This design comes from an exercise in tuning for small area, a short achievable clock period and few clock cycles per item on the open sky130 flow, not from production work.
In this exercise RTL edits were held to simulation tests only and were not proved equivalent to the original.
Power is estimated from default activity; no workload was simulated.

<file path="design/flow/design.v">
package bole_pkg;
  localparam int DEPTH   = 16;
  localparam int CNT_W   = $clog2(DEPTH + 1);
  localparam int IDX_W   = $clog2(DEPTH);
  localparam int VALUE_W = 32;
  localparam int ENTRY_W = 5;
  localparam logic [2:0] MODE_APPEND    = 3'd0;
  localparam logic [2:0] MODE_POP_FRONT = 3'd1;
  localparam logic [2:0] MODE_POP_BACK  = 3'd2;
  localparam logic [2:0] MODE_DELETE    = 3'd3;
  localparam logic [2:0] MODE_TRAVERSE  = 3'd4;
  localparam logic [1:0] STAT_OK       = 2'd0;
  localparam logic [1:0] STAT_EMPTY    = 2'd1;
  localparam logic [1:0] STAT_NOTFOUND = 2'd2;
  localparam logic [1:0] STAT_FULL     = 2'd3;
  typedef struct packed {
    logic [2:0]         mode;
    logic [VALUE_W-1:0] value;
  } cmd_t;
  typedef struct packed {
    logic [1:0]         status;
    logic [VALUE_W-1:0] item_value;
    logic [ENTRY_W-1:0] entry_count;
    logic               last;
  } result_t;
endpackage
module bole_cell(
  input  logic                          clk,
  input  logic                          shift,
  input  logic                          load,
  input  logic [bole_pkg::VALUE_W-1:0]  right_data,
  input  logic [bole_pkg::VALUE_W-1:0]  wr_value,
  input  logic [bole_pkg::VALUE_W-1:0]  key,
  output logic                          eq,
  output logic [bole_pkg::VALUE_W-1:0]  data
);
  assign eq = data == key;
  logic hold;
  assign hold = !shift && !load;
  always_ff @(posedge clk) begin
    data <= ({bole_pkg::VALUE_W{shift}} & right_data)
          | ({bole_pkg::VALUE_W{load}}  & wr_value)
          | ({bole_pkg::VALUE_W{hold}}  & data);
  end
endmodule
module bounded_ordered_list_engine_unit(
  input  logic              clk,
  input  logic              rst,
  input  logic              start,
  input  bole_pkg::cmd_t    cmd,
  output logic              busy,
  output logic              strobe,
  output bole_pkg::result_t result
);
  localparam int D  = bole_pkg::DEPTH;
  localparam int CW = bole_pkg::CNT_W;
  localparam int VW = bole_pkg::VALUE_W;
  logic           a_v;
  bole_pkg::cmd_t a_cmd;
  logic           b_app, b_pf, b_pb, b_del, b_trav, b_oth;
  logic [VW-1:0]  b_val;
  logic [D-1:0]   b_eq;      
  logic [D-1:0]   b_rsel;    
  logic           b_hold;    
  logic [CW-1:0]  count;
  logic [D-1:0]   vmask;
  logic [VW-1:0]  data  [D];
  logic [D-1:0]   eq_a;
  logic [D-1:0]   shift;
  logic [D-1:0]   load;
  assign busy = b_hold;
  logic          empty, full;
  logic [D-1:0]  pre, tailpos, freepos;
  logic          hit;
  logic          inc, dec;
  logic [CW-1:0] count_next;
  logic [D-1:0]  vmask_next;
  logic [VW-1:0] rd;
  bole_pkg::result_t res_next;
  assign empty = !vmask[0];
  assign full  = vmask[D-1];
  always_comb begin
    pre[0] = b_eq[0];
    for (int i = 1; i < D; i++) pre[i] = pre[i-1] | b_eq[i];
  end
  assign hit = pre[D-1];
  always_comb begin
    for (int i = 0; i < D; i++) begin
      freepos[i] = !vmask[i] && (i == 0 || vmask[(i + D - 1) % D]);
      shift[i]   = (b_pf && !empty) || (b_del && pre[i]);
      load[i]    = b_app && freepos[i];
    end
  end
  assign inc = b_app && !full;
  assign dec = ((b_pf || b_pb) && !empty) || (b_del && hit);
  always_comb begin
    count_next = count;
    vmask_next = vmask;
    if (inc) begin
      count_next = count + CW'(1);
      vmask_next = {vmask[D-2:0], 1'b1};
    end else if (dec) begin
      count_next = count - CW'(1);
      vmask_next = {1'b0, vmask[D-1:1]};
    end
  end
  always_comb begin
    rd = '0;
    for (int i = 0; i < D; i++) rd = rd | ({VW{b_rsel[i]}} & data[i]);
  end
  always_comb begin
    res_next.status      = bole_pkg::STAT_OK;
    res_next.item_value  = rd | ({VW{b_del && hit}} & b_val);
    res_next.last        = 1'b1;
    res_next.entry_count = bole_pkg::ENTRY_W'(count_next);
    if (b_app && full)                  res_next.status = bole_pkg::STAT_FULL;
    if ((b_pf || b_pb || b_del || b_trav) && empty)
                                        res_next.status = bole_pkg::STAT_EMPTY;
    if (b_del && !empty && !hit)        res_next.status = bole_pkg::STAT_NOTFOUND;
    if (b_trav)                         res_next.last   = !b_hold;
  end
  logic          same;
  logic [D-1:0]  eq_fwd;
  assign same = b_val == a_cmd.value;
  always_comb begin
    for (int i = 0; i < D; i++) begin
      if (shift[i])     eq_fwd[i] = (i < D - 1) ? eq_a[(i + 1) % D] : 1'b0;
      else if (load[i]) eq_fwd[i] = same;
      else              eq_fwd[i] = eq_a[i];
    end
  end
  genvar g;
  generate
    for (g = 0; g < D; g++) begin : g_cell
      logic [VW-1:0] right;
      if (g < D - 1) begin : g_mid
        assign right = data[g+1];
      end else begin : g_end
        assign right = data[g];
      end
      bole_cell u_cell (
        .clk        (clk),
        .shift      (shift[g]),
        .load       (load[g]),
        .right_data (right),
        .wr_value   (b_val),
        .key        (a_cmd.value),
        .eq         (eq_a[g]),
        .data       (data[g])
      );
    end
  endgenerate
  logic [2:0]   a_mode;
  logic         a_app, a_pf, a_pb, a_del, a_trav;
  logic [D-1:0] tail_next;
  logic [D-1:0] rsel_adv;
  assign a_mode = a_cmd.mode;
  assign a_app  = a_v && a_mode == bole_pkg::MODE_APPEND;
  assign a_pf   = a_v && a_mode == bole_pkg::MODE_POP_FRONT;
  assign a_pb   = a_v && a_mode == bole_pkg::MODE_POP_BACK;
  assign a_del  = a_v && a_mode == bole_pkg::MODE_DELETE;
  assign a_trav = a_v && a_mode == bole_pkg::MODE_TRAVERSE;
  assign tail_next = vmask_next & ~{1'b0, vmask_next[D-1:1]};
  assign rsel_adv  = {b_rsel[D-2:0], 1'b0};
  always_ff @(posedge clk) begin
    if (rst) begin
      a_v    <= 1'b0;
      b_app  <= 1'b0;
      b_pf   <= 1'b0;
      b_pb   <= 1'b0;
      b_del  <= 1'b0;
      b_trav <= 1'b0;
      b_oth  <= 1'b0;
      b_hold <= 1'b0;
      count  <= '0;
      vmask  <= '0;
      strobe <= 1'b0;
    end else begin
      count  <= count_next;
      vmask  <= vmask_next;
      strobe <= b_app || b_pf || b_pb || b_del || b_trav || b_oth;
      if (!b_hold) begin
        a_v    <= start;
        b_app  <= a_app;
        b_pf   <= a_pf;
        b_pb   <= a_pb;
        b_del  <= a_del;
        b_trav <= a_trav;
        b_oth  <= a_v && a_mode > bole_pkg::MODE_TRAVERSE;
        b_hold <= a_trav && vmask_next[1];
      end else begin
        b_hold <= |(rsel_adv[D-2:0] & vmask[D-1:1]);
      end
    end
  end
  always_ff @(posedge clk) begin
    if (!b_hold) begin
      a_cmd  <= cmd;
      b_val  <= a_cmd.value;
      b_eq   <= eq_fwd & vmask_next;
      b_rsel <= ({D{a_pf || a_trav}} & {{(D-1){1'b0}}, vmask_next[0]})
              | ({D{a_pb}} & tail_next);
    end else begin
      b_rsel <= rsel_adv;
    end
    result <= res_next;
  end
endmodule
</file>
<file path="design/flow/constraint.sdc">
create_clock -name core_clock -period 6.0 [get_ports {clk}]
set_input_delay 1.2000 -clock core_clock [delete_from_list [all_inputs] [get_ports {clk}]]
set_output_delay 1.2000 -clock core_clock [all_outputs]
set_load 0.01 [all_outputs]
</file>
<file path="design/flow/run.sh">
#!/bin/bash
# synth_recipe.tcl (not shown) runs the flow's synth.tcl, then flattens the netlist and writes it again
# the make line also repeats each setting of config.mk as NAME=value (left out here)
make -C /OpenROAD-flow-scripts/flow DESIGN_CONFIG=/design/flow/config.mk WORK_HOME=/design/flow/orfs CLKGATE_MAP_FILE= SYNTH_SCRIPT=/design/flow/synth_recipe.tcl finish
</file>
<file path="design/flow/config.mk">
export PLATFORM = sky130hd
export DESIGN_NAME = bounded_ordered_list_engine_unit
export DESIGN_NICKNAME = bounded_ordered_list_engine_unit
export VERILOG_FILES = /design/flow/design.v
export SDC_FILE = /design/flow/constraint.sdc
export NUM_CORES = 4
export LEC_CHECK = 0
export CAP_MARGIN = 20
export CORE_MARGIN = 2
export CORE_UTILIZATION = 30
export SETUP_SLACK_MARGIN = 3.5
export SLEW_MARGIN = 20
</file>
==> results of run 1 <==
## power breakdown
group          internal, mW  switching, mW  leakage, nW
Combinational         0.296          0.739         11.3
Sequential             4.74          0.208         5.75
Clock                  3.08           2.17         1.33
Total                  8.12           3.11         18.4
## per-layer routing
layer  GRT usage  up-vias
met5     0.00613        -
met4       0.241       16
met3       0.167     1167
met2       0.479     3742
met1       0.430    17526
li1            -    14205
## sequential cells by signal (all words and copies together) (netlist names)
signal              flops
b_app                   1
b_oth                   1
vmask                  16
count                   5
g_cell.u_cell.data    512
b_pf                    1
b_val                  32
result                 40
a_cmd                  35
strobe                  1
b_hold                  1
a_v                     1
b_del                   1
b_rsel                 16
b_eq                   16
b_trav                  1
b_pb                    1
## stage by stage
| step | instances | worst slack (ps) | instance area (µm²) |
|---|---|---|---|
| final | 5574 | 3340 | 41700 |
| after global routing | 5565 | 3330 | 41700 |
| after CTS | 5499 | 3310 | 40400 |
| after detailed placement | 5260 | 2620 | 36200 |
| after global placement | 5260 | 2350 | 36200 |
| after floorplan | 3949 | 3550 | 34100 |
## worst max path at each step
stage	to	startpoint	cells after the start
3_3_place_gp	b_eq[14]	a_cmd[23]	6
4_1_cts	b_eq[13]	a_cmd[18]	6
6_report	b_eq[1]	a_cmd[24]	8
5_1_grt	g_cell[14].u_cell.data[2]	b_eq[0]	9
3_5_place_dp	b_eq[13]	a_cmd[24]	5
2_1_floorplan	b_app	b_hold	5
## cells in the mapped netlist, drive strengths merged (17+ instances only)
master,n
nand2,996
a22oi,742
dfxtp,598
xor2,530
clkbuf,272
nor4,138
buf,104
nand4,102
edfxtp,83
nor2,79
a22o,33
a211o,32
o21ai,25
a21oi,23
nand3,19
xnor2,17
## cell type report
type	instances	area [µm²]	share of cell area
multi-input combinational	2882	19200	0.460
clock inverter	26	384	0.00921
clock buffer	121	2340	0.0561
tap	1500	1880	0.0450
inverter	11	45.0	0.00108
timing repair buffer	344	3330	0.0800
sequential	681	14500	0.348
antenna	9	22.5	0.000540
## logic make-up (layout without fill, tap and decap cells)
| family | after synthesis | in the layout |
|---|---|---|
| AO/OA/AOI/OAI | 927 | 927 |
| XOR/XNOR | 547 | 547 |
| adder cells (fa/ha/maj) | 2 | 2 |
| buffers and inverters | 387 | 502 |
| flip-flops | 681 | 681 |
| multiplexers | 11 | 11 |
| other | 0 | 9 |
| AND/OR/NAND/NOR | 1394 | 1395 |
## what timing repair did
action,CTS,global route
gates cloned,2,8
pin swaps,15,27
buffers inserted,90,58
resized for setup,172,120
endpoints found under the hold margin,0,0
setup endpoints to repair,637,319
==> results.py, run 1 <==
metrics = {
    "outcome": {
        "outcome": "complete, no violations",
    },
    "setup_path": {
        "cp_cell_sequence": "buf_4 > buf_4 > xor2_1 > nor4_2 > nand4_1 > nor3_2 > a21oi_1 > a211oi_1",
        "reg2reg_depth": 8,
        "r2r-start": "a_cmd[24]",
        "rrSetupSlack_ps": 3340,
        "cp-start-kind": "register",
        "max_stage_delay_ps": 500,
        "critPathKind": "register to register",
        "cp.required_ps": 6520,
        "critPathSlowestCell": "nor4_2",
        "crit_arrival_ps": 3180,
        "rr_endpoint": "b_eq[1]",
        "path_delay_family": "simple AND/OR/NAND/NOR gates",
        "cpMostUsedCell": "buf_4",
        "end_kind": "register",
        "path_max_fanout": 3,
        "timing.critical_path.buf_inv": 2,
    },
    "cts": {
        "hold_buffers": 0,
        "numCtsBuffers": 79,
        "cts_tree": "built",
        "clk_path_buf_depth": 3,
        "cts_root_buffer": "clkbuf_16",
        "clkTransAtPathRegs_ps": 60,
        "htree_levels": 3,
        "clk_latency_ps": 700,
        "clock-sinks": 681,
    },
    "logic_synthesis": {
        "synth_area_leaders": "dfxtp_1 (35%), a22oi_1 (16%), xor2_1 (14%)",
        "synth-seq-cells": 681,
        "syn-num-nets": 3989,
        "synth_xor_area_frac": 0.141,
        "synth_area_leader_cell": "dfxtp_1",
        "yosys.area_share.simple": 0.180,
        "synth_area_um2": 34100,
        "asyncSetResetFlopFracSynth": 0,
        "synth_cell_types": 59,
        "synth-compound-area-share": 0.205,
        "ys_seq_area_frac": 0.425,
        "synthAdderAreaFrac": 0.000735,
        "yosys.area.top_type_share": 0.352,
        "avgSynthCellArea_um2": 8.62,
        "synth_edf_count": 83,
        "synth_top_family_by_area": "compound AO/OA/AOI/OAI gates",
        "muxShareOfSynthArea": 0.00334,
        "syn_inst": 3949,
        "ys.flop_type": "dfxtp_1",
        "ys_warn_count": 3,
    },
    "sta": {
        "rsz0062_at_grt": "true",
        "whs_ps": 448,
        "slew_violations": 0,
        "worst_pin_slew_ps": 1220,
        "finalSetupViolCount": 0,
        "period_minus_slack_ps": 2660,
        "fmax_mhz": 376,
        "slew_headroom": 0.186,
        "hold_violations": 0,
        "finalClockSkew_ps": 43.3,
        "setup_tns_ps": 0,
        "post-route-period-util": 0.443,
    },
    "global_routing": {
        "grt_overflow": 0,
        "antenna_found_initial": 14,
        "grt_start_max_net_pins": 49,
        "grt_usage": 0.350,
        "grt_pass1_wl_um": 284000,
        "grt_pass1_vias": 32178,
    },
    "die": {
        "initial_utilization": 0.303,
        "dieHeight_um": 341,
        "row_count": 123,
        "core_um2": 112000,
        "die_w_um": 341,
        "die_area_um2": 116000,
        "design.portCount": 80,
    },
    "placed_design": {
        "portBuffers": 79,
        "dpl.hpwl_um": 133000,
        "gp_congestion": 1.21,
    },
    "layout": {
        "synthToLayoutAreaGrowth_pct": 22.5,
        "fill_cells": 11338,
        "layout_common_cells": "nand2_1 (979), a22oi_1 (742), dfxtp_1 (577)",
        "final_common_cell": "nand2_1",
        "final_util": 0.371,
        "drive_gt1_frac": 0.145,
        "nNetsFinal": 4039,
    },
    "routing": {
        "dr.pass1.iters": 7,
        "dr.max_layer_used": "met5",
        "drc_errors": 0,
        "viasPerCell": 6.58,
        "dr_wl_met3_um": 36100,
        "wl_met1_um": 75600,
        "wl_um": 214000,
        "num_vias": 36656,
        "met2_length_um": 80900,
        "drtIter0Drc": 7626,
        "ant_nets": 0,
        "avgRoutedWirePerCell_um": 38.5,
    },
    "worst_hold_path": {
        "worstHoldPathType": "register to register",
        "whs_path_depth": 1,
        "worstHoldEndpoint": "result[0]",
        "hold_start": "b_trav",
    },
    "run": {
        "drv_cap": 0,
    },
    "pwr": {
        "ir_drop_mv": 0.181,
        "total_power_mw": 11.2,
        "p_leak_nw": 18.4,
        "powerDensity_nw_per_um2": 269,
    },
}
Testbench counts, summed over its fixed seeds: cycles 57,010, commands 32,000.
==> inputs of run 2 (changes only) <==
--- a/design/flow/design.v
+++ b/design/flow/design.v
@@ -114,3 +114,3 @@
     res_next.last        = 1'b1;
-    res_next.entry_count = bole_pkg::ENTRY_W'(count_next);
+    res_next.entry_count = '0;   
     if (b_app && full)                  res_next.status = bole_pkg::STAT_FULL;
@@ -196,6 +196,6 @@
   always_ff @(posedge clk) begin
+    b_val <= a_cmd.value;
+    b_eq  <= eq_fwd & vmask_next;
     if (!b_hold) begin
       a_cmd  <= cmd;
-      b_val  <= a_cmd.value;
-      b_eq   <= eq_fwd & vmask_next;
       b_rsel <= ({D{a_pf || a_trav}} & {{(D-1){1'b0}}, vmask_next[0]})
@@ -205,4 +205,7 @@
     end
-    result <= res_next;
-  end
+    result.status     <= res_next.status;
+    result.item_value <= res_next.item_value;
+    result.last       <= res_next.last;
+  end
+  assign result.entry_count = bole_pkg::ENTRY_W'(count);
 endmodule
--- a/design/flow/config.mk
+++ b/design/flow/config.mk
@@ -9,3 +9,5 @@
 export CORE_MARGIN = 2
-export CORE_UTILIZATION = 30
+export CORE_UTILIZATION = 22
+export CTS_CLUSTER_DIAMETER = 70
+export CTS_CLUSTER_SIZE = 25
 export SETUP_SLACK_MARGIN = 3.5
==> run 2 against run 1 <==
  * Sequential share of layout area is 0.57 points higher
  * Largest cell class unchanged
  * Cell area is 5.4% lower
  * Critical endpoint is now b_eq[0]
  * Largest power group is now sequential cells
  * Still clean on timing, DRC and antenna
  * Critical path depth unchanged
  * Die area increased by 33%
==> results.py, run 2 <==
metrics = {
    "sta": {
        "post-route-worst-setup-slack_ps": 3360,
        "finalSetupViolCount": 0,
        "slew_violations": 0,
        "finalClockSkew_ps": 37.7,
        "slew_headroom": 0.187,
        "hold_violations": 0,
        "period_minus_slack_ps": 2640,
        "fmax_mhz": 379,
        "whs_ps": 476,
        "worst_pin_slew_ps": 1220,
        "rsz0062_at_grt": "true",
        "post-route-period-util": 0.440,
        "setup_tns_ps": 0,
    },
    "die": {
        "die_area_um2": 154000,
        "die_w_um": 393,
        "core_um2": 150000,
        "dieHeight_um": 393,
        "initial_utilization": 0.222,
        "row_count": 142,
        "design.portCount": 80,
    },
    "layout": {
        "seq_area_um2": 13900,
        "nNetsFinal": 3892,
        "largest_reg_flops": 512,
        "final_util": 0.263,
        "largest_registers": "g_cell.u_cell.data: 512 flops, a_cmd: 35 flops, result: 35 flops",
        "fill_cells": 16141,
        "regMostFlops": "g_cell.u_cell.data",
        "fin_cells": 5919,
        "layout_common_cells": "nand2_1 (981), a22oi_1 (738), dfxtp_1 (594)",
        "drive_gt1_frac": 0.121,
        "final_area_um2": 39500,
        "multi_input_area_um2": 18700,
        "synthToLayoutAreaGrowth_pct": 18.8,
        "final_common_cell": "nand2_1",
    },
    "logic_synthesis": {
        "ys_seq_area_frac": 0.418,
        "ys.flop_type": "dfxtp_1",
        "synth_area_leader_cell": "dfxtp_1",
        "ys_warn_count": 5,
        "yosys-top-cells-count": "nand2_1 (989), a22oi_1 (738), dfxtp_1 (641), xor2_1 (532), clkbuf_1 (333)",
        "syn_inst": 3919,
        "yosys.area.top_type_share": 0.386,
        "synth_area_leaders": "dfxtp_1 (39%), a22oi_1 (17%), xor2_1 (14%)",
        "avgSynthCellArea_um2": 8.48,
        "asyncSetResetFlopFracSynth": 0,
        "synth_cell_types": 52,
        "synth_edf_count": 35,
        "synth_area_um2": 33200,
        "synth-seq-cells": 676,
        "syn-num-nets": 3961,
        "yosysMostFrequentCell": "nand2_1",
    },
    "pwr": {
        "ir_drop_mv": 0.202,
        "powerDensity_nw_per_um2": 257,
        "p_leak_nw": 17.0,
        "total_power_mw": 10.1,
    },
    "worst_hold_path": {
        "whs_path_depth": 2,
        "worstHoldEndpoint": "count[3]",
        "hold_start": "count[3]",
        "worstHoldPathType": "register to register",
    },
    "setup_path": {
        "end_kind": "register",
        "cp-start-kind": "register",
        "critPathSlowestCell": "xor2_1",
        "r2r-start": "a_cmd[10]",
        "cp.required_ps": 6560,
        "rrSetupSlack_ps": 3360,
        "timing.critical_path.buf_inv": 2,
        "critPathKind": "register to register",
        "cp_cell_sequence": "buf_4 > xor2_1 > nor4_2 > nand4_1 > nor4_1 > buf_4 > a221oi_1 > a211oi_1",
        "crit_arrival_ps": 3200,
        "reg2reg_depth": 8,
        "path_delay_family": "XOR/XNOR gates",
        "rr_endpoint": "b_eq[0]",
        "max_stage_delay_ps": 890,
        "cpMostUsedCell": "buf_4",
        "path_max_fanout": 18,
    },
    "global_routing": {
        "grt_start_max_net_pins": 37,
        "grt_overflow": 0,
        "grt_pass1_vias": 30565,
        "grt_pass1_wl_um": 280000,
        "antenna_found_initial": 13,
        "grt_usage": 0.262,
    },
    "cts": {
        "htree_levels": 2,
        "clk_path_buf_depth": 3,
        "clkTransAtPathRegs_ps": 100,
        "numCtsBuffers": 54,
        "clk_latency_ps": 720,
        "clock-sinks": 676,
        "cts_root_buffer": "clkbuf_16",
        "cts_tree": "built",
    },
    "routing": {
        "viasPerCell": 5.87,
        "avgRoutedWirePerCell_um": 35.4,
        "num_vias": 34721,
        "dr.pass1.iters": 7,
        "ant_nets": 0,
        "drtIter0Drc": 7170,
        "wl_um": 209000,
        "drc_errors": 0,
    },
    "placed_design": {
        "gp_congestion": 1.22,
        "postPlaceCellArea_um2": 36200,
        "dpl.hpwl_um": 139000,
        "placed_cells": 5757,
        "portBuffers": 79,
        "pre_cts_ws_ps": 2700,
    },
    "outcome": {
        "outcome": "complete, no violations",
    },
    "run": {
        "drv_cap": 0,
    },
}
run 2: worst max path at each step:
| stage | from | end | depth (start not counted) |
|---|---|---|---|
| finish | a_cmd[10] | b_eq[0] | 8 |
| global route | a_cmd[22] | b_eq[9] | 7 |
| CTS | b_app | count[4] | 9 |
| detailed placement | b_app | count[4] | 9 |
| global placement | b_val[12] | b_eq[10] | 6 |
| floorplan | b_app | count[4] | 11 |
run 2: power by group:
part | internal, mW | switching, mW | leakage [nW]
Sequential | 4.66 | 0.231 | 5.59
Combinational | 0.259 | 0.716 | 10.4
Clock | 1.97 | 2.29 | 0.985
Total | 6.89 | 3.24 | 17.0
run 2: cell type report:
class,instances,area share
clock buffers,62,0.0369
flip-flops and latches,676,0.353
diodes,7,0.000444
multi-input cells,2858,0.473
inverters,8,0.000856
repair inverters,1,0.000127
repair buffers,251,0.0566
clock inverters,40,0.0145
well taps,2016,0.0639
run 2: what timing repair did:
item | in CTS | in global routing
setup endpoints to repair | 500 | 209
hold buffers | 0 | 0
resized for setup | 224 | 74
buffers inserted | 40 | 11
pin swaps | 9 | 3
cloned | 1 | 1
run 2: tightest hold or removal path, cell delays in order (launching register included):
cell	delay, ps
dfxtp_2	330
nand2_1	50
a21oi_1	50
run 2: logic make-up (layout without fill, tap and decap cells):
kind of cell	count (synthesis)	after routing	share of synthesized area
AND/OR/NAND/NOR	1367	1367	0.178
AO/OA/AOI/OAI	921	921	0.209
flip-flops	676	676	0.418
XOR/XNOR	548	548	0.144
buffers and inverters	385	362	0.0440
multiplexers	18	18	0.00542
adder cells (fa/ha/maj)	4	4	0.00173
other	0	7	0
run 2: layer usage:
layer  up-vias  part of all wire  global-route usage  routed length [µm]
met5         -           0.00065                   0                 136
met4        16             0.089               0.165               18600
met3       922              0.16               0.116               32700
met2      3380              0.39               0.365               81400
met1     16634              0.37               0.325               76500
li1      13769                 -                   -                   -
Testbench counts of run 2, summed over its fixed seeds: cycles 57,010, commands 32,000.
==> inputs of run 3 (changes only) <==
--- a/design/flow/config.mk
+++ b/design/flow/config.mk
@@ -12,2 +12,3 @@
 export CTS_CLUSTER_SIZE = 25
+export PLACE_DENSITY = 0.5
 export SETUP_SLACK_MARGIN = 3.5
==> run 3 against run 2 <==
  * Sequential power hardly changed
  * Critical endpoint is now b_eq[5]
  * Fmax is 2.6% higher
  * Flip-flop and latch count stayed put
  * Register-to-register slack better by 70 ps
  * Final cell count is 0.64% higher
  * Clock skew is 21 ps higher
  * Highest routed layer unchanged
  * Utilization is 0.43 points higher
  * Still clean
  * Worst hold slack worse by 11 ps
  * Non-clock buffer count is 3 higher
  * First-iteration DRC count is 17% lower
  * Largest cell class unchanged
  * Critical path type unchanged
  * Worst setup slack better by 66 ps
==> results.py, run 3 <==
metrics = {
    "cts": {
        "clock-sinks": 676,
        "cts_tree": "built",
        "htree_levels": 3,
        "clkTransAtPathRegs_ps": 80,
        "cts_root_buffer": "clkbuf_16",
        "numCtsBuffers": 73,
        "clk_path_buf_depth": 3,
        "clk_latency_ps": 740,
    },
    "sta": {
        "worst_pin_slew_ps": 1350,
        "slew_violations": 0,
        "hold_violations": 0,
        "whs_ps": 465,
        "period_minus_slack_ps": 2570,
        "finalClockSkew_ps": 59.0,
        "rsz0062_at_grt": "true",
        "post-route-period-util": 0.429,
        "fmax_mhz": 389,
        "slew_headroom": 0.0966,
        "finalSetupViolCount": 0,
        "setup_tns_ps": 0,
    },
    "routing": {
        "drtIter0Drc": 5928,
        "avgRoutedWirePerCell_um": 35.0,
        "drc_errors": 0,
        "num_vias": 33924,
        "ant_nets": 0,
        "wl_um": 208000,
        "dr.pass1.iters": 8,
        "viasPerCell": 5.69,
    },
    "die": {
        "die_w_um": 393,
        "dieHeight_um": 393,
        "design.portCount": 80,
        "core_um2": 150000,
        "initial_utilization": 0.222,
        "die_area_um2": 154000,
        "row_count": 142,
    },
    "setup_path": {
        "end_kind": "register",
        "cp.required_ps": 6660,
        "path_max_fanout": 10,
        "cp-start-kind": "register",
        "crit_arrival_ps": 3230,
        "critPathCapture": "b_eq[5]",
        "r2r-start": "a_cmd[24]",
        "rrSetupSlack_ps": 3430,
        "max_stage_delay_ps": 870,
        "rr_endpoint": "b_eq[5]",
        "critPathKind": "register to register",
        "reg2reg_depth": 7,
        "cpMostUsedCell": "nor3_1",
        "cp_cell_sequence": "buf_12 > xor2_1 > nor4_1 > nand4_1 > nor3_1 > a211oi_1 > nor3_1",
        "crit_start": "a_cmd[24]",
        "critPathSlowestCell": "nor4_1",
    },
    "placed_design": {
        "postPlaceCellArea_um2": 36200,
        "portBuffers": 79,
        "gp_congestion": 1.18,
        "dpl.hpwl_um": 141000,
    },
    "global_routing": {
        "grt_overflow": 0,
        "grt_pass1_wl_um": 279000,
        "grt_usage": 0.263,
        "grt_pass1_vias": 30600,
        "grt_start_max_net_pins": 38,
        "antenna_found_initial": 22,
    },
    "logic_synthesis": {
        "ys_warn_count": 5,
        "synth_area_leaders": "dfxtp_1 (39%), a22oi_1 (17%), xor2_1 (14%)",
        "asyncSetResetFlopFracSynth": 0,
        "ys.flop_type": "dfxtp_1",
        "synth_cell_types": 52,
        "syn-num-nets": 3961,
        "yosys-top-cells-count": "nand2_1 (989), a22oi_1 (738), dfxtp_1 (641), xor2_1 (532), clkbuf_1 (333)",
        "synth-seq-cells": 676,
        "synth_area_leader_cell": "dfxtp_1",
        "syn_inst": 3919,
        "avgSynthCellArea_um2": 8.48,
        "ys_seq_area_frac": 0.418,
        "synth_edf_count": 35,
        "yosys.area.top_type_share": 0.386,
        "yosysMostFrequentCell": "nand2_1",
        "synth_area_um2": 33200,
    },
    "layout": {
        "final_area_um2": 40100,
        "regMostFlops": "g_cell.u_cell.data",
        "largest_reg_flops": 512,
        "layout_common_cells": "nand2_1 (981), a22oi_1 (738), dfxtp_1 (608)",
        "nNetsFinal": 3916,
        "final_common_cell": "nand2_1",
        "synthToLayoutAreaGrowth_pct": 20.7,
        "largest_registers": "g_cell.u_cell.data: 512 flops, a_cmd: 35 flops, result: 35 flops",
        "drive_gt1_frac": 0.130,
    },
    "pwr": {
        "powerDensity_nw_per_um2": 274,
        "p_leak_nw": 17.3,
        "ir_drop_mv": 0.214,
    },
    "worst_hold_path": {
        "worstHoldPathType": "register to register",
    },
    "run": {
        "drv_cap": 0,
    },
    "outcome": {
        "outcome": "complete, no violations",
    },
}
-- run 3: area by class of cell --
| type | instances | area, µm² |
|---|---|---|
| fill | 16233 | 110000 |
| multi-input combinational | 2860 | 18800 |
| sequential | 676 | 13900 |
| tap | 2016 | 2520 |
| timing repair buffer | 254 | 2180 |
| clock buffer | 79 | 1920 |
| clock inverter | 54 | 724 |
| inverter | 8 | 33.8 |
| antenna | 9 | 22.5 |
| timing repair inverter | 1 | 7.51 |
-- run 3: worst min-delay path by stage --
stage          startpoint        end  slack [ps]  cells past startpoint
2_1_floorplan    a_cmd[0]   b_val[0]         350                      0
4_1_cts            b_trav  result[0]         470                      1
3_5_place_dp       b_trav  result[0]         450                      1
3_3_place_gp       b_trav  result[0]         450                      1
6_report           b_trav  result[0]         460                      1
5_1_grt          a_cmd[0]   b_val[0]         480                      0
-- run 3: worst max-delay path, delay by kind of cell (launching register included) --
family | cells | cell delay, ps
compound gates | 1 | 80
xor+xnor | 1 | 300
buf+inv | 1 | 170
flops | 1 | 410
simple gates | 4 | 1520
-- run 3: kinds of logic after synthesis --
kind of cell             synth area share
AND/OR/NAND/NOR                     0.178
AO/OA/AOI/OAI                       0.209
flip-flops                          0.418
XOR/XNOR                            0.144
buffers and inverters              0.0440
multiplexers                      0.00542
adder cells (fa/ha/maj)           0.00173
-- run 3: layer usage --
layer  part of all wire  GRT usage  vias to the layer above
li1                   -          -                    13857
met1               0.38      0.326                    16650
met2               0.41      0.383                     2652
met3               0.12     0.0948                      747
met4              0.082      0.167                       18
met5            0.00072          0                        -
-- run 3: power by group --
part / internal, mW / switching [mW] / leakage, nW
Clock: 2.63 / 2.48 / 1.28
Combinational: 0.260 / 0.737 / 10.5
Sequential: 4.66 / 0.212 / 5.58
Total: 7.55 / 3.43 / 17.3
-- run 3: what timing repair did --
action | 4_1_cts | 5_1_grt
pin swaps | 15 | 8
endpoints found under the setup margin | 519 | 268
cloned | 2 | 2
buffers inserted | 44 | 8
hold buffers | 0 | 0
resized for setup | 214 | 82
-- run 3: stage by stage --
stage,utilization,setup WS [ps],std cells,total power [mW]
3_3_place_gp,0.242,1900,5759,5.82
4_1_cts,0.264,3340,5938,10.9
6_report,0.268,3430,5957,11.0
3_5_place_dp,0.242,2280,5759,5.82
5_1_grt,0.267,3440,5948,11.2
2_1_floorplan,-,3720,3919,5.30
==> inputs of run 4 (changes only) <==
--- a/design/flow/config.mk
+++ b/design/flow/config.mk
@@ -9,6 +9,3 @@
 export CORE_MARGIN = 2
-export CORE_UTILIZATION = 22
-export CTS_CLUSTER_DIAMETER = 70
-export CTS_CLUSTER_SIZE = 25
-export PLACE_DENSITY = 0.5
+export CORE_UTILIZATION = 26
 export SETUP_SLACK_MARGIN = 3.5
==> run 4 against run 3 <==
  * Clock skew decreased by 20 ps
  * Fmax decreased by 6.1%
  * Count of clock-buffer cells in the layout increased by 44
==> results.py, run 4 <==
metrics = {
    "die": {
        "core_um2": 127000,
        "initial_utilization": 0.261,
        "row_count": 131,
        "die_w_um": 362,
        "die_area_um2": 131000,
        "dieHeight_um": 362,
        "design.portCount": 80,
    },
    "setup_path": {
        "critPathSlowestCell": "nor4_2",
        "cp_cell_sequence": "buf_4 > xor2_1 > nor4_2 > nand4_1 > nor3_1 > a21oi_1 > a211oi_1",
        "cp-start-kind": "register",
        "end_kind": "register",
        "cp.required_ps": 6610,
        "path_max_fanout": 18,
        "crit_arrival_ps": 3350,
        "max_stage_delay_ps": 740,
        "critPathKind": "register to register",
        "reg2reg_depth": 7,
    },
    "global_routing": {
        "use_met2": 0.442,
        "top_usage_layer": "met2",
        "grt_pass1_wl_um": 283000,
        "met3_usage": 0.128,
        "grt_overflow": 0,
        "use_met1": 0.392,
        "grt_usage": 0.313,
        "grt_pass1_vias": 31053,
        "antenna_found_initial": 31,
        "grt_start_max_net_pins": 37,
    },
    "placed_design": {
        "placed_cells": 5399,
        "gp_congestion": 1.20,
        "portBuffers": 79,
        "dpl.hpwl_um": 139000,
    },
    "layout": {
        "largest_registers": "g_cell.u_cell.data: 512 flops, a_cmd: 35 flops, result: 35 flops",
        "nNetsFinal": 3935,
        "fin_cells": 5635,
        "synthToLayoutAreaGrowth_pct": 20.2,
        "drive_gt1_frac": 0.124,
        "largest_reg_flops": 512,
        "final_common_cell": "nand2_1",
        "regMostFlops": "g_cell.u_cell.data",
        "layout_common_cells": "nand2_1 (981), a22oi_1 (736), dfxtp_1 (603)",
    },
    "logic_synthesis": {
        "yosysMostFrequentCell": "nand2_1",
        "ys_warn_count": 5,
        "avgSynthCellArea_um2": 8.48,
        "synth_edf_count": 35,
        "yosys.area.top_type_share": 0.386,
        "yosys-top-cells-count": "nand2_1 (989), a22oi_1 (738), dfxtp_1 (641), xor2_1 (532), clkbuf_1 (333)",
        "synth_area_leader_cell": "dfxtp_1",
        "asyncSetResetFlopFracSynth": 0,
        "ys_seq_area_frac": 0.418,
        "ys.flop_type": "dfxtp_1",
        "synth-seq-cells": 676,
        "synth_area_um2": 33200,
        "synth_cell_types": 52,
        "syn_inst": 3919,
        "synth_area_leaders": "dfxtp_1 (39%), a22oi_1 (17%), xor2_1 (14%)",
        "syn-num-nets": 3961,
    },
    "cts": {
        "cts_tree": "built",
        "hold_buffers": 0,
        "clock-sinks": 676,
        "clk_latency_ps": 710,
        "clkTransAtPathRegs_ps": 60,
        "clk_path_buf_depth": 3,
        "cts_root_buffer": "clkbuf_16",
        "numCtsBuffers": 82,
        "htree_levels": 3,
    },
    "routing": {
        "dr.pass1.iters": 9,
        "num_vias": 35518,
        "avgRoutedWirePerCell_um": 38.2,
        "viasPerCell": 6.30,
        "wl_um": 215000,
        "ant_nets": 0,
        "drc_errors": 0,
        "drtIter0Drc": 7117,
    },
    "worst_hold_path": {
        "whs_path_depth": 1,
        "worstHoldPathType": "register to register",
    },
    "sta": {
        "whs_ps": 438,
        "period_minus_slack_ps": 2740,
        "worst_pin_slew_ps": 1390,
        "post-route-period-util": 0.457,
        "setup_tns_ps": 0,
        "slew_violations": 0,
        "rsz0062_at_grt": "true",
        "hold_violations": 0,
        "fmax_mhz": 365,
        "finalClockSkew_ps": 38.5,
        "finalSetupViolCount": 0,
        "slew_headroom": 0.0708,
    },
    "pwr": {
        "powerDensity_nw_per_um2": 282,
        "p_leak_nw": 17.6,
        "ir_drop_mv": 0.192,
    },
    "outcome": {
        "outcome": "complete, no violations",
    },
    "run": {
        "drv_cap": 0,
    },
}
run 4: power by group:
part / switching (mW) / total [mW] / internal, mW
Combinational: 0.727 / 0.981 / 0.254
Sequential: 0.226 / 4.89 / 4.66
Clock: 2.22 / 5.41 / 3.19
run 4: area by class of cell:
class                   instances  area (µm²)
diodes                         13        32.5
well taps                    1662        2080
multi-input cells            2863       18600
flip-flops and latches        676       13900
repair buffers                261        2370
clock inverters                28         303
fillers                     13362       87200
repair inverters                1        5.00
inverters                       8        33.8
clock buffers                 123        2540
run 4: final timing paths:
path	start	end	slack [ps]
worst max-delay path	a_cmd[3]	b_eq[10]	3260
worst max register to register	a_cmd[3]	b_eq[10]	3260
worst min-delay path	b_trav	result[0]	440
worst min register to register	b_trav	result[0]	440
run 4: what timing repair did:
action / in CTS / in global routing
setup endpoints to repair: 613 / 319
buffers inserted: 43 / 20
cloned: 3 / 6
gates resized for setup: 147 / 78
pin swaps: 10 / 14
run 4: logic make-up after synthesis:
logic type	Yosys count	synth area share
flip-flops	676	0.418
adder cells (fa/ha/maj)	4	0.00173
buffers and inverters	385	0.0440
AO/OA/AOI/OAI	921	0.209
multiplexers	18	0.00542
AND/OR/NAND/NOR	1367	0.178
XOR/XNOR	548	0.144
run 4: metrics by stage:
| step | util | power, mW | setup WS [ps] | cell area [µm²] |
|---|---|---|---|---|
| 4_1_cts | 0.309 | 11.1 | 3220 | 39300 |
| 5_1_grt | 0.314 | 11.4 | 3380 | 39900 |
| 3_3_place_gp | 0.281 | 5.82 | 2040 | 35700 |
| 6_report | 0.314 | 11.3 | 3260 | 39900 |
| 2_1_floorplan | - | 5.30 | 3720 | 33200 |
| 3_5_place_dp | 0.281 | 5.82 | 2450 | 35800 |
run 4: per-layer routing:
metal	wire length (µm)	vias up	part of all wire
li1	-	13914	-
met1	77400	17049	0.36
met2	84100	3538	0.39
met3	33900	983	0.16
met4	19200	34	0.090
met5	266	-	0.0012
run 4: critical path: cells and delay by family (launching register included):
kind	cells	cell delay, ps
AOI/OAI and AO/OA	2	330
xor gates and xnor gates	1	230
buffers and inverters	1	290
DFF	1	320
and+or+nand+nor	3	1460
==> inputs of run 5 (changes only) <==
--- a/design/flow/config.mk
+++ b/design/flow/config.mk
@@ -9,3 +9,6 @@
 export CORE_MARGIN = 2
-export CORE_UTILIZATION = 26
+export CORE_UTILIZATION = 22
+export CTS_CLUSTER_DIAMETER = 60
+export CTS_CLUSTER_SIZE = 20
+export PLACE_DENSITY = 0.5
 export SETUP_SLACK_MARGIN = 3.5
==> run 5 against run 4 <==
  * Still clean
  * Sequential power about the same
  * Largest cell class unchanged
  * Non-clock buffer count up 9
  * Clock power increased by 6.1%
  * Largest power group unchanged
  * Sequential share of layout area fell by 0.78 points
==> results.py, run 5 <==
metrics = {
    "placed_design": {
        "portBuffers": 79,
        "pre_cts_ws_ps": 2280,
        "placed_cells": 5759,
        "postPlaceCellArea_um2": 36200,
        "gp_congestion": 1.18,
        "dpl.hpwl_um": 141000,
    },
    "pwr": {
        "ir_drop_mv": 0.227,
        "powerDensity_nw_per_um2": 284,
        "p_leak_nw": 17.7,
        "total_power_mw": 11.6,
    },
    "global_routing": {
        "grt_overflow": 0,
        "use_met1": 0.327,
        "met3_usage": 0.0897,
        "grt_pass1_vias": 30826,
        "use_met2": 0.385,
        "grt_pass1_wl_um": 279000,
        "top_usage_layer": "met2",
        "grt_start_max_net_pins": 38,
        "antenna_found_initial": 20,
        "grt_usage": 0.262,
    },
    "die": {
        "core_um2": 150000,
        "dieHeight_um": 393,
        "design.portCount": 80,
        "initial_utilization": 0.222,
        "row_count": 142,
        "die_w_um": 393,
        "die_area_um2": 154000,
    },
    "outcome": {
        "outcome": "complete, no violations",
    },
    "sta": {
        "setup_tns_ps": 0,
        "hold_violations": 0,
        "slew_violations": 0,
        "post-route-worst-setup-slack_ps": 3370,
        "period_minus_slack_ps": 2630,
        "finalSetupViolCount": 0,
        "post-route-period-util": 0.439,
        "worst_pin_slew_ps": 1160,
        "rsz0062_at_grt": "true",
        "fmax_mhz": 380,
        "finalClockSkew_ps": 76.0,
        "slew_headroom": 0.221,
    },
    "layout": {
        "final_area_um2": 40800,
        "layout_common_cells": "nand2_1 (981), a22oi_1 (738), dfxtp_1 (607)",
        "fill_cells": 16159,
        "drive_gt1_frac": 0.144,
        "largest_registers": "g_cell.u_cell.data: 512 flops, a_cmd: 35 flops, result: 35 flops",
        "synthToLayoutAreaGrowth_pct": 22.9,
        "nNetsFinal": 3950,
        "final_common_cell": "nand2_1",
        "largest_reg_flops": 512,
        "fin_cells": 6013,
        "regMostFlops": "g_cell.u_cell.data",
    },
    "cts": {
        "cts_tree": "built",
        "htree_levels": 3,
        "cts_root_buffer": "clkbuf_16",
        "clk_path_buf_depth": 3,
        "clock-sinks": 676,
        "hold_buffers": 0,
        "clk_latency_ps": 760,
        "clkTransAtPathRegs_ps": 70,
        "numCtsBuffers": 90,
    },
    "routing": {
        "wl_um": 210000,
        "drc_errors": 0,
        "ant_nets": 0,
        "viasPerCell": 5.70,
        "num_vias": 34289,
        "avgRoutedWirePerCell_um": 34.9,
        "drtIter0Drc": 5840,
        "dr.pass1.iters": 8,
    },
    "setup_path": {
        "cp.required_ps": 6700,
        "cp-start-kind": "register",
        "rr_endpoint": "g_cell[7].u_cell.data[28]",
        "critPathKind": "register to register",
        "rrSetupSlack_ps": 3370,
        "path_max_fanout": 18,
        "reg2reg_depth": 11,
        "end_kind": "register",
        "r2r-start": "b_eq[3]",
        "crit_arrival_ps": 3330,
    },
    "logic_synthesis": {
        "asyncSetResetFlopFracSynth": 0,
        "synth_cell_types": 52,
        "ys_warn_count": 5,
        "synth-seq-cells": 676,
        "synth_area_leader_cell": "dfxtp_1",
        "ys_seq_area_frac": 0.418,
        "synth_area_um2": 33200,
        "yosysMostFrequentCell": "nand2_1",
        "syn_inst": 3919,
        "ys.flop_type": "dfxtp_1",
        "yosys-top-cells-count": "nand2_1 (989), a22oi_1 (738), dfxtp_1 (641), xor2_1 (532), clkbuf_1 (333)",
        "syn-num-nets": 3961,
        "yosys.area.top_type_share": 0.386,
        "synth_edf_count": 35,
        "synth_area_leaders": "dfxtp_1 (39%), a22oi_1 (17%), xor2_1 (14%)",
        "avgSynthCellArea_um2": 8.48,
    },
    "run": {
        "drv_cap": 0,
    },
    "worst_hold_path": {
        "hold_start": "b_trav",
        "whs_path_depth": 1,
        "worstHoldPathType": "register to register",
        "worstHoldEndpoint": "result[0]",
    },
}
-- run 5: cell counts after synthesis --
Identical to the previous run, type by type.
-- run 5: worst max-delay path by stage --
stage	start	to	slack, ps	cells after the start
2_1_floorplan	b_app	count[4]	3720	11
3_3_place_gp	a_cmd[29]	b_eq[11]	1900	6
3_5_place_dp	a_cmd[29]	b_eq[10]	2280	6
4_1_cts	b_eq[11]	g_cell[15].u_cell.data[26]	3320	5
5_1_grt	b_eq[3]	g_cell[7].u_cell.data[28]	3390	11
6_report	b_eq[3]	g_cell[7].u_cell.data[28]	3370	11
-- run 5: per-layer routing --
layer | vias up | wire, µm
li1 | 13970 | -
met4 | 14 | 17200
met5 | - | 86
met3 | 756 | 26200
met2 | 2760 | 86500
met1 | 16789 | 79500
-- run 5: per-stage QoR --
stage	hold WS [ps]	util
floorplan	346	-
global placement	447	0.242
detailed placement	455	0.242
CTS	470	0.267
global route	479	0.272
finish	454	0.272
-- run 5: critical path, cell delays in order (launching register included) --
cell and delay [ps]:
dfxtp_1 350, nor4_4 300, buf_4 190, buf_4 120
nand3_1 100, a21o_4 380, buf_4 290, nor2_4 190
buf_12 160, clkbuf_16 250, nand2_1 90, nand2_1 70
-- run 5: logic make-up (layout without fill, tap and decap cells) --
logic type               after synthesis  count (layout)  synth area share
multiplexers                          18              18           0.00542
AO/OA/AOI/OAI                        921             923             0.209
flip-flops                           676             676             0.418
AND/OR/NAND/NOR                     1367            1368             0.178
adder cells (fa/ha/maj)                4               4           0.00173
XOR/XNOR                             548             548             0.144
buffers and inverters                385             449            0.0440
other                                  0              11                 0
-- run 5: timing repair --
action                                  in CTS  in global routing
endpoints found under the setup margin     496                311
gates resized for setup                    237                 89
pin swaps                                   17                 10
setup buffers                               47                 19
gates cloned                                 1                  6
-- run 5: layout make-up --
| class | count | area, µm² | share of cell area |
|---|---|---|---|
| tap | 2016 | 2520 | 0.0617 |
| antenna | 11 | 27.5 | 0.000674 |
| clock buffer | 107 | 2420 | 0.0592 |
| inverter | 8 | 33.8 | 0.000827 |
| clock inverter | 63 | 733 | 0.0179 |
| sequential | 676 | 13900 | 0.341 |
| multi-input combinational | 2861 | 18800 | 0.461 |
| timing repair inverter | 1 | 5.00 | 0.000123 |
| timing repair buffer | 270 | 2360 | 0.0578 |
-- run 5: power by group --
part           switching (mW)  total [mW]  internal [mW]
Sequential              0.212        4.87           4.66
Clock                    2.65        5.74           3.09
Combinational           0.729       0.990          0.261
Total                    3.59        11.6           8.02
==> inputs of run 6 (changes only) <==
--- a/design/flow/design.v
+++ b/design/flow/design.v
@@ -122,3 +122,6 @@
   logic          same;
-  logic [D-1:0]  eq_fwd;
+  logic [D-1:0]  tail_cur, pbtail, eq_v, eq_fwd;
+  assign tail_cur = vmask & ~{1'b0, vmask[D-1:1]};
+  assign pbtail   = {D{b_pb && !empty}} & tail_cur;
+  assign eq_v     = eq_a & vmask & ~pbtail;
   assign same = b_val == a_cmd.value;
@@ -126,5 +129,5 @@
     for (int i = 0; i < D; i++) begin
-      if (shift[i])     eq_fwd[i] = (i < D - 1) ? eq_a[(i + 1) % D] : 1'b0;
+      if (shift[i])     eq_fwd[i] = (i < D - 1) ? eq_v[(i + 1) % D] : 1'b0;
       else if (load[i]) eq_fwd[i] = same;
-      else              eq_fwd[i] = eq_a[i];
+      else              eq_fwd[i] = eq_v[i];
     end
@@ -162,3 +165,3 @@
   assign a_trav = a_v && a_mode == bole_pkg::MODE_TRAVERSE;
-  assign tail_next = vmask_next & ~{1'b0, vmask_next[D-1:1]};
+  assign tail_next = inc ? freepos : dec ? {1'b0, tail_cur[D-1:1]} : tail_cur;
   assign rsel_adv  = {b_rsel[D-2:0], 1'b0};
@@ -197,3 +200,3 @@
     b_val <= a_cmd.value;
-    b_eq  <= eq_fwd & vmask_next;
+    b_eq  <= eq_fwd;
     if (!b_hold) begin
--- a/design/flow/config.mk
+++ b/design/flow/config.mk
@@ -10,5 +10,4 @@
 export CORE_UTILIZATION = 22
-export CTS_CLUSTER_DIAMETER = 60
-export CTS_CLUSTER_SIZE = 20
-export PLACE_DENSITY = 0.5
+export CTS_CLUSTER_DIAMETER = 70
+export CTS_CLUSTER_SIZE = 25
 export SETUP_SLACK_MARGIN = 3.5
==> run 6 against run 5 <==
  * Cell area is 1.1% higher
  * Via count is 3.0% higher
  * Sequential power hardly changed
  * Utilization hardly changed
  * Final cell count is 0.80% higher
  * Critical path type unchanged
  * Largest cell class unchanged
  * Largest power group unchanged
==> results.py, run 6 <==
metrics = {
    "sta": {
        "rsz0062_at_grt": "true",
        "slew_headroom": 0.262,
        "finalSetupViolCount": 0,
        "hold_violations": 0,
        "post-route-period-util": 0.451,
        "slew_violations": 0,
        "finalClockSkew_ps": 64.9,
        "fmax_mhz": 369,
        "period_minus_slack_ps": 2710,
        "worst_pin_slew_ps": 1100,
        "setup_tns_ps": 0,
    },
    "layout": {
        "layout_common_cells": "nand2_1 (1019), a22oi_1 (748), dfxtp_1 (603)",
        "seq_area_um2": 13900,
        "regMostFlops": "g_cell.u_cell.data",
        "fill_cells": 16305,
        "drive_gt1_frac": 0.147,
        "largest_registers": "g_cell.u_cell.data: 512 flops, a_cmd: 35 flops, result: 35 flops",
        "largest_reg_flops": 512,
        "nNetsFinal": 4003,
        "final_common_cell": "nand2_1",
        "multi_input_area_um2": 19200,
        "synthToLayoutAreaGrowth_pct": 23.5,
    },
    "setup_path": {
        "path_max_fanout": 9,
        "critPathSlowestCell": "edfxtp_1",
        "cpMostUsedCell": "buf_4",
        "rr_endpoint": "b_eq[10]",
        "reg2reg_depth": 8,
        "critPathKind": "register to register",
        "crit_arrival_ps": 3360,
        "timing.critical_path.buf_inv": 2,
        "rrSetupSlack_ps": 3290,
        "path_delay_family": "simple AND/OR/NAND/NOR gates",
        "cp_cell_sequence": "buf_4 > buf_4 > xnor2_2 > nand4_1 > nor4_1 > nand3_1 > a21boi_0 > o21ai_0",
        "r2r-start": "a_cmd[4]",
        "end_kind": "register",
        "cp.required_ps": 6650,
        "max_stage_delay_ps": 450,
        "cp-start-kind": "register",
    },
    "outcome": {
        "outcome": "complete, no violations",
    },
    "logic_synthesis": {
        "asyncSetResetFlopFracSynth": 0,
        "syn_inst": 3962,
        "synth_cell_types": 60,
        "synth_edf_count": 35,
        "yosys.area.top_type_share": 0.384,
        "synth_area_um2": 33400,
        "ys.flop_type": "dfxtp_1",
        "ys_warn_count": 5,
        "synth_area_leader_cell": "dfxtp_1",
        "ys_seq_area_frac": 0.415,
        "syn-num-nets": 4004,
        "synth_area_leaders": "dfxtp_1 (38%), a22oi_1 (17%), nand2_1 (12%)",
        "yosysMostFrequentCell": "nand2_1",
        "synth-seq-cells": 676,
        "yosys-top-cells-count": "nand2_1 (1028), a22oi_1 (749), dfxtp_1 (641), clkbuf_1 (321), xor2_1 (285)",
        "avgSynthCellArea_um2": 8.44,
    },
    "die": {
        "core_um2": 151000,
        "die_area_um2": 155000,
        "initial_utilization": 0.221,
        "dieHeight_um": 394,
        "design.portCount": 80,
        "die_w_um": 394,
        "row_count": 143,
    },
    "pwr": {
        "p_leak_nw": 16.7,
        "seqPwrFrac": 0.450,
        "internal_power_mw": 7.46,
        "ir_drop_mv": 0.189,
        "pwr-share-clk": 0.456,
        "total_power_mw": 10.8,
        "powerDensity_nw_per_um2": 262,
        "p_switching_mw": 3.36,
        "pwr-share-comb": 0.095,
        "p_sw_frac": 0.311,
    },
    "worst_hold_path": {
        "hold_start": "b_trav",
        "whs_path_depth": 1,
        "worstHoldEndpoint": "result[0]",
        "worstHoldPathType": "register to register",
    },
    "routing": {
        "wl_um": 215000,
        "num_vias": 35333,
        "avgRoutedWirePerCell_um": 35.4,
        "drc_errors": 0,
        "dr.pass1.iters": 8,
        "drtIter0Drc": 6625,
        "viasPerCell": 5.83,
        "ant_nets": 0,
    },
    "global_routing": {
        "grt_usage": 0.264,
        "antenna_found_initial": 31,
        "grt_start_max_net_pins": 35,
        "grt_pass1_vias": 31549,
        "grt_overflow": 0,
        "grt_pass1_wl_um": 286000,
    },
    "cts": {
        "cts_tree": "built",
        "clock-sinks": 676,
        "clk_path_buf_depth": 3,
        "clkTransAtPathRegs_ps": 70,
        "clk_latency_ps": 750,
        "htree_levels": 3,
        "cts_root_buffer": "clkbuf_16",
        "numCtsBuffers": 71,
    },
    "run": {
        "drv_cap": 0,
    },
    "placed_design": {
        "gp_congestion": 1.17,
        "dpl.hpwl_um": 143000,
        "portBuffers": 79,
    },
}
[run 6: cell count changes in the layout (fill, tap and decap cells not counted), moves of 17 or more]
cell	delta
clkbuf_16	-17
nand2_1	+38
nand3_1	+21
nand4_1	+29
nor2_1	-24
nor4_1	-37
nor4_2	-17
o21ai_0	+30
xnor2_1	+197
xnor2_2	+40
xor2_1	-245
[run 6: layout make-up]
class                      count  share of cell area
inverter                      13             0.00139
timing repair inverter         1            0.000121
sequential                   676               0.338
tap                         2030              0.0615
timing repair buffer         296              0.0714
clock inverter                51              0.0151
clock buffer                  79              0.0463
multi-input combinational   2902               0.466
antenna                       13            0.000788
[run 6: per-layer routing]
layer	routed length, µm	up-vias	global-route usage
met5	223	-	0.00246
met4	18900	28	0.172
met3	31100	883	0.103
met2	85800	3149	0.376
met1	78700	17187	0.330
li1	-	14086	-
[run 6: timing repair]
item / CTS / global route
endpoints found under the setup margin: 602 / 284
hold buffers: 0 / 0
hold endpoints to repair: 0 / 0
cloned: 6 / 4
setup buffers: 59 / 20
resized for setup: 268 / 92
pin swaps: 26 / 10
[run 6: worst max path at each step]
stage                    from                    endpoint  slack, ps  cells after the start
floorplan               b_app                    count[4]       3520                     12
global placement      b_eq[0]  g_cell[13].u_cell.data[16]       2290                      7
detailed placement   a_cmd[6]                     b_eq[1]       2480                      6
CTS                     b_app                    count[4]       3350                     10
global route        a_cmd[18]                     b_eq[1]       3380                      7
finish               a_cmd[4]                    b_eq[10]       3290                      8
[run 6: stage by stage]
stage               hold slack (ps)  area [µm²]  std cells   util  setup WS (ps)
finish                          446       41300       6061  0.273           3290
global route                    456       41300       6053  0.273           3380
CTS                             437       40600       6024  0.268           3350
detailed placement              423       36600       5829  0.242           2480
global placement                432       36500       5825  0.241           2290
floorplan                       346       33400       3962      -           3520
[run 6: power by group through the flow]
stage / registers (mW) / logic, mW / clock network, mW
after floorplan: 4.86 / 0.452 / 0
after global placement: 4.97 / 0.870 / 0
after detailed placement: 4.97 / 0.868 / 0
after CTS: 4.85 / 0.930 / 4.98
after global routing: 4.88 / 1.00 / 5.15
final: 4.87 / 1.02 / 4.93
[run 6: worst register-to-register path, stage by stage, from the launching register on]
cell and delay [ps]:
edfxtp_1 450, buf_4 190, buf_4 190, xnor2_2 320, nand4_1 410, nor4_1 400
nand3_1 310, a21boi_0 210, o21ai_0 190
[run 6: cell families after synthesis]
family / share of synthesized area
buf+inv: 0.0447
simple gates: 0.180
flops: 0.415
fa+ha+maj: 0.00172
mux: 0.00603
compound gates: 0.210
xor+xnor: 0.142
Testbench counts of run 6, summed over its fixed seeds: cycles 57,010, commands 32,000.

port drivers added, routing unchanged:
Ports are ideal in the flow. The routed layouts listed here were re-timed in OpenROAD. Step 1: set_driving_cell puts a clkbuf_16 on clk and a buf_2 on each other input, an assumption about the parent block. Step 2 adds t to the input delays and takes it off the output delays; t is the mean of the earliest and latest rising clock arrival at the registers after step 1. Input paths then give back, and output paths get back, about the clock's delay inside the block. a / b / c = ideal ports / drivers / drivers and shift; a / b = the first two.
| run | t, ns | slack for setup (ns) | worst slew at a driven data input, ns |
|---|---|---|---|
| run 1 | 0.760 | 3.339 / 3.339 / 3.339 | 0.07 |
| run 2 | 0.773 | 3.361 / 3.361 / 3.361 | 0.07 |
| run 3 | 0.784 | 3.427 / 3.427 / 3.427 | 0.07 |
| run 4 | 0.762 | 3.260 / 3.260 / 3.260 | 0.07 |
| run 5 | 0.802 | 3.367 / 3.367 / 3.367 | 0.09 |
| run 6 | 0.788 | 3.293 / 3.293 / 3.293 | 0.08 |
After both steps every run listed still meets setup and hold.
